Background: an optimization exercise with open tools, aiming at small area. Do not read the settings as production practice.
Only simulation tests tie the RTL to the original design; equivalence was not proved.
Power figures rest on the tool's default switching activity, not on a simulated workload.

--- design/flow/config.mk ---
export PLATFORM = sky130hd
export DESIGN_NAME = gpr_sb
export DESIGN_NICKNAME = gpr_sb
export VERILOG_FILES = /design/flow/design.v
export SDC_FILE = /design/flow/constraint.sdc
export NUM_CORES = 4
export LEC_CHECK = 0
export CAP_MARGIN = 20
export CORE_MARGIN = 2
export CORE_UTILIZATION = 30
export SETUP_SLACK_MARGIN = 0.3
export SLEW_MARGIN = 20
--- design/flow/design.v ---
package gpr_pkg;
  localparam int XLEN_DEF = 32;
  localparam int NREG_DEF = 32;
  localparam int AW = $clog2(NREG_DEF);
  typedef logic [AW-1:0] reg_idx_t;
  typedef logic [XLEN_DEF-1:0] xword_t;
endpackage
module gpr_scoreboard #(
  parameter int NREG = gpr_pkg::NREG_DEF,
  parameter int NWRITE = 2,
  localparam int IW = $clog2(NREG)
) (
  input  logic                 i_clk,
  input  logic                 i_rst_n,
  input  logic [NWRITE-1:0]    i_we,
  input  logic [NWRITE*IW-1:0] i_waddr,
  input  logic [NWRITE-1:0]    i_rsv_en,
  input  logic [NWRITE*IW-1:0] i_rsv_addr,
  input  logic                 i_flush,
  output logic [NREG-1:0]      o_busy
);
  logic [NREG-1:0] r_pend, w_set, w_clr, w_nxt;
  always_comb begin
    w_set = '0;
    w_clr = '0;
    for (int j = 0; j < NWRITE; j++) begin
      if (i_rsv_en[j]) w_set[i_rsv_addr[j*IW +: IW]] = 1'b1;
      if (i_we[j]) w_clr[i_waddr[j*IW +: IW]] = 1'b1;
    end
    w_nxt = w_set | (i_flush ? '0 : r_pend & ~w_clr);
    w_nxt[0] = 1'b0;
  end
  always_ff @(posedge i_clk) begin
    r_pend <= !i_rst_n ? '0 : w_nxt;
  end
  assign o_busy = r_pend;
endmodule
module gpr_sb #(
  parameter int XLEN = gpr_pkg::XLEN_DEF,
  parameter int NREG = gpr_pkg::NREG_DEF,
  parameter int NREAD = 4,
  parameter int NWRITE = 2,
  localparam int IW = $clog2(NREG)
) (
  input  logic                   i_clk,
  input  logic                   i_rst_n,
  input  logic [NREAD*IW-1:0]    i_raddr,
  output logic [NREAD*XLEN-1:0]  o_rdata,
  output logic [NREAD-1:0]       o_rready,
  input  logic [NWRITE-1:0]      i_we,
  input  logic [NWRITE*IW-1:0]   i_waddr,
  input  logic [NWRITE*XLEN-1:0] i_wdata,
  input  logic [NWRITE-1:0]      i_rsv_en,
  input  logic [NWRITE*IW-1:0]   i_rsv_addr,
  input  logic                   i_flush,
  output logic [NREG-1:0]        o_busy
);
  logic [XLEN-1:0] r_regs [NREG];
  logic [NREG-1:0] w_pend;
  gpr_scoreboard #(.NREG(NREG), .NWRITE(NWRITE)) u_sb (
    .i_clk(i_clk),
    .i_rst_n(i_rst_n),
    .i_we(i_we),
    .i_waddr(i_waddr),
    .i_rsv_en(i_rsv_en),
    .i_rsv_addr(i_rsv_addr),
    .i_flush(i_flush),
    .o_busy(w_pend)
  );
  assign o_busy = w_pend;
  always_ff @(posedge i_clk) begin
    if (!i_rst_n) begin
      for (int i = 0; i < NREG; i++) r_regs[i] <= '0;
    end else begin
      for (int j = 0; j < NWRITE; j++)
        if (i_we[j] && i_waddr[j*IW +: IW] != '0) r_regs[i_waddr[j*IW +: IW]] <= i_wdata[j*XLEN +: XLEN];
    end
  end
  always_comb begin
    o_rdata = '0;
    o_rready = '0;
    for (int i = 0; i < NREAD; i++) begin
      o_rdata[i*XLEN +: XLEN] = r_regs[i_raddr[i*IW +: IW]];
      o_rready[i] = !w_pend[i_raddr[i*IW +: IW]];
      for (int j = 0; j < NWRITE; j++)
        if (i_we[j] && i_waddr[j*IW +: IW] == i_raddr[i*IW +: IW]) begin
          o_rdata[i*XLEN +: XLEN] = i_wdata[j*XLEN +: XLEN];
          o_rready[i] = 1'b1;
        end
      if (i_raddr[i*IW +: IW] == '0) begin
        o_rdata[i*XLEN +: XLEN] = '0;
        o_rready[i] = 1'b1;
      end
    end
  end
endmodule
--- design/flow/run.sh ---
#!/bin/bash
# synth_recipe.tcl (not shown) runs the flow's synth.tcl, then flattens the netlist and writes it again
# the make line also repeats each setting of config.mk as NAME=value (left out here)
make -C /OpenROAD-flow-scripts/flow DESIGN_CONFIG=/design/flow/config.mk WORK_HOME=/design/flow/orfs CLKGATE_MAP_FILE= SYNTH_SCRIPT=/design/flow/synth_recipe.tcl finish
--- design/flow/constraint.sdc ---
create_clock -name core_clock -period 7.0 [get_ports {i_clk}]
set_input_delay 1.4000 -clock core_clock [delete_from_list [all_inputs] [get_ports {i_clk}]]
set_output_delay 1.4000 -clock core_clock [all_outputs]
set_load 0.01 [all_outputs]
==> results.txt <==
==> cells in the mapped netlist (all sizes together), types with 17 or more instances <==
cell	n
a2111oi	63
a21oi	64
a222oi	31
a22o	1027
a22oi	144
buf	482
clkbuf	471
dfxtp	31
edfxtp	1024
ha	17
inv	54
mux2	222
mux2i	266
mux4	964
nand2	200
nand3b	38
nand4	66
nor2	111
nor2b	45
nor3	18
nor4	101
nor4b	32
o211ai	35
o21ai	67
o221a	31
o221ai	92
o22ai	125
o311a	31
xnor2	24
xor2	25
==> kinds of logic after synthesis <==
logic type      Yosys count  synth area share
mux                    1452             0.328
flops                  1055             0.383
buf+inv                1008            0.0561
other cells               1         0.0000457
fa+ha+maj                17           0.00259
xor+xnor                 49           0.00524
simple gates            694            0.0467
compound gates         1750             0.179
==> path summary, 6_finish.rpt <==
check	startpoint	end	cells after the start
max reg2reg	u_sb.r_pend[15]	u_sb.r_pend[15]	3
min	u_sb.r_pend[22]	u_sb.r_pend[22]	3
min reg2reg	u_sb.r_pend[22]	u_sb.r_pend[22]	3
max	i_waddr[2]	o_rdata[33]	9
==> power breakdown <==
group          internal, W  total (W)  switching, W
logic              0.00192    0.00471       0.00279
registers          0.00731    0.00769      0.000381
clock network      0.00372    0.00654       0.00281
total               0.0129     0.0189       0.00599
==> per-layer routing <==
layer / global-route usage / part of all wire / up-vias
met5: 0.00121 / 0.00041 / -
met4: 0.229 / 0.097 / 28
met3: 0.112 / 0.15 / 2004
met2: 0.440 / 0.44 / 7091
met1: 0.329 / 0.32 / 35541
li1: - / - / 25586
==> area by class of cell <==
class | instances | area share
antenna | 30 | 0.000807
sequential | 1055 | 0.337
clock buffer | 136 | 0.0316
inverter | 55 | 0.00222
tap | 3570 | 0.0480
clock inverter | 71 | 0.0100
timing repair buffer | 666 | 0.0685
multi-input combinational | 3963 | 0.501
==> placed cells by master, fill, tap and decap left out, types with 92 or more instances in the layout <==
cell type / instances
a22o_1: 1027
edfxtp_1: 1024
mux4_2: 964
buf_4: 342
mux2i_1: 266
clkdlybuf4s50_1: 239
mux2_2: 222
nand2_1: 194
a22oi_1: 144
o22ai_1: 125
clkbuf_16: 114
nor4_1: 98
o221ai_1: 92
==> sequential cells by signal (all words and copies together) (netlist names) <==
name         cells
u_sb.r_pend     31
r_regs        1024
==> repair_timing <==
item,CTS,global route
hold buffers,0,0
hold endpoints to repair,0,0
resized for setup,0,3
endpoints found under the setup margin,0,3
==> worst max-delay path, delay by kind of cell <==
| family | cells | cell delay [ns] |
|---|---|---|
| compound gates | 1 | 0.97 |
| simple gates | 3 | 1.09 |
| xor+xnor | 1 | 0.27 |
| buf+inv | 4 | 1.77 |
==> stage by stage <==
step / hold WS (ns) / cell area [sq um] / instances
floorplan: 0.646 / 82000 / 6026
global placement: 0.713 / 89000 / 9306
detailed placement: 0.712 / 89000 / 9307
CTS: 0.729 / 92800 / 9514
global route: 0.760 / 92900 / 9521
finish: 0.731 / 93000 / 9546
==> results.txt <==
Final Worst Setup Slack=between 0.09 and 0.1 ns; Clock Path Buffers=3; Power Density=between 200 and 250 nW/um^2; final WL=419 mm; via count=between 70000 and 80000; top cells by area, synth=edfxtp_1 38%, mux4_2 26%, a22o_1 11%; Clock Pin Slew Worst Setup and Hold Paths=~0.060 ns; area grow syn2layout=13.4%; FF/Latch Area=approximately 31000 sq um; CP Cell Sequence=clkdlybuf4s50_1, xor2_1, nor4_1, and3_4, buf_4, nor4_1, a2111oi_0, buf_4, clkdlybuf4s50_1; TritonCTS clock tree=done; setup bufs post-CTS=0; total power=around 0.019 W; die width=roughly 530 microns; arrival time at the worst endpoint=roughly 5.5 ns; setup TNS=0 ns; TritonCTS buffer count=between 100 and 150; DR pass1 iterations=9; worst vdd ir=0.225 mV; Synth top area share=0.375; gpl congestion=between 1 and 1.5; post-route ant nets=0; CORE AREA=roughly 270000 sq um; Yosys warning total=2; DR vias/cell=between 7 and 8; Setup WS pre-CTS=0.356 ns; I/O pin total=275; mapped cell area=between 80000 and 90000 sq um; first-pass GRT wire length=around 560 mm; Port Buffers=about 270; total die area=~280000 sq um; Slew Limit Fails=0; antenna violations before repair=52; clock network latency to the later pin of the worst-skew pair=~0.75 ns; Yosys cell types=approximately 80; DR WL/cell=about 44 microns; final setup fails=0; fmax=around 0.14 GHz; crit path launch type=primary input; CP max FO=24; DIE HEIGHT=between 500 and 600 microns; FP Rows=between 150 and 200; CP max-delay cell=a2111oi_0; max incr delay on CP=slightly below 1 ns; Final period util=0.987; H-tree depth=3; Async SR Flop Fraction=0; R2R setup slack=between 5 and 6 ns; CP Capture Type=primary output; multi-input logic area=roughly 47000 sq um; WS Path Type=in -> out; RSZ-0062 raised after global routing=no; FF+latch count, synth=approximately 1100; Hold Vio Cnt, Final=0; number of enable flip-flop cells after synthesis=slightly above 1000; vias in the first global route=around 67000; share of cells above drive strength 1=0.331; Synth area leader=edfxtp_1; drt drc=0; max-cap check violation count=0; total leakage power=30.5 nW; min Tclk post-route=just under 7 ns; Root Driver=clkbuf_16; Util after Layout=0.343; largest net degree at the start of global routing=88; number of fill cells=roughly 26000; gr usage total=0.291; gr ovfl total=0; WP data required=5.60 ns; part of the Yosys area used for sequential elements=0.383; clock net sink count=1055; ys flop type=edfxtp_1; initial core utilization=0.302; status=complete, no violations; Cells after Synth=about 6000; initial DRC count=12895; Nets=around 6000; hpwl dp=around 270 mm; worst slew pin tran=approximately 1.3 ns; Min-Delay Path Class=reg -> reg; Slew HR=0.134; Mapped Avg Cell Area=~14 sq um; Setup Skew=0 ns; Mapped Nets=about 6000

[port drivers added, routing unchanged]
Ports are ideal in the flow. The routed layout listed here was re-timed in OpenROAD. Step 1 (the two cells are an assumption about what drives the block):
set clk [get_ports {i_clk}]
set_driving_cell -lib_cell sky130_fd_sc_hd__clkbuf_16 $clk
set_driving_cell -lib_cell sky130_fd_sc_hd__buf_2 [delete_from_list [all_inputs] $clk]
Step 2 also shifts input and output timing later by t, the mid clock arrival at the registers, as if the neighbouring blocks saw the same clock. Slacks: no drivers / after step 1 / after step 2; pairs: no drivers / after step 1.
t (ns): 0.857
setup WS [ns]: 0.093 / 0.025 / 0.025
clock arrival spread, ns: 0.051 / 0.051
worst register clock-pin slew, ns: 0.07 / 0.07
After both steps setup and hold are still met in this run. For this run, drivers alone change the setup slack by -0.068 ns; drivers and shift together by -0.068 ns.
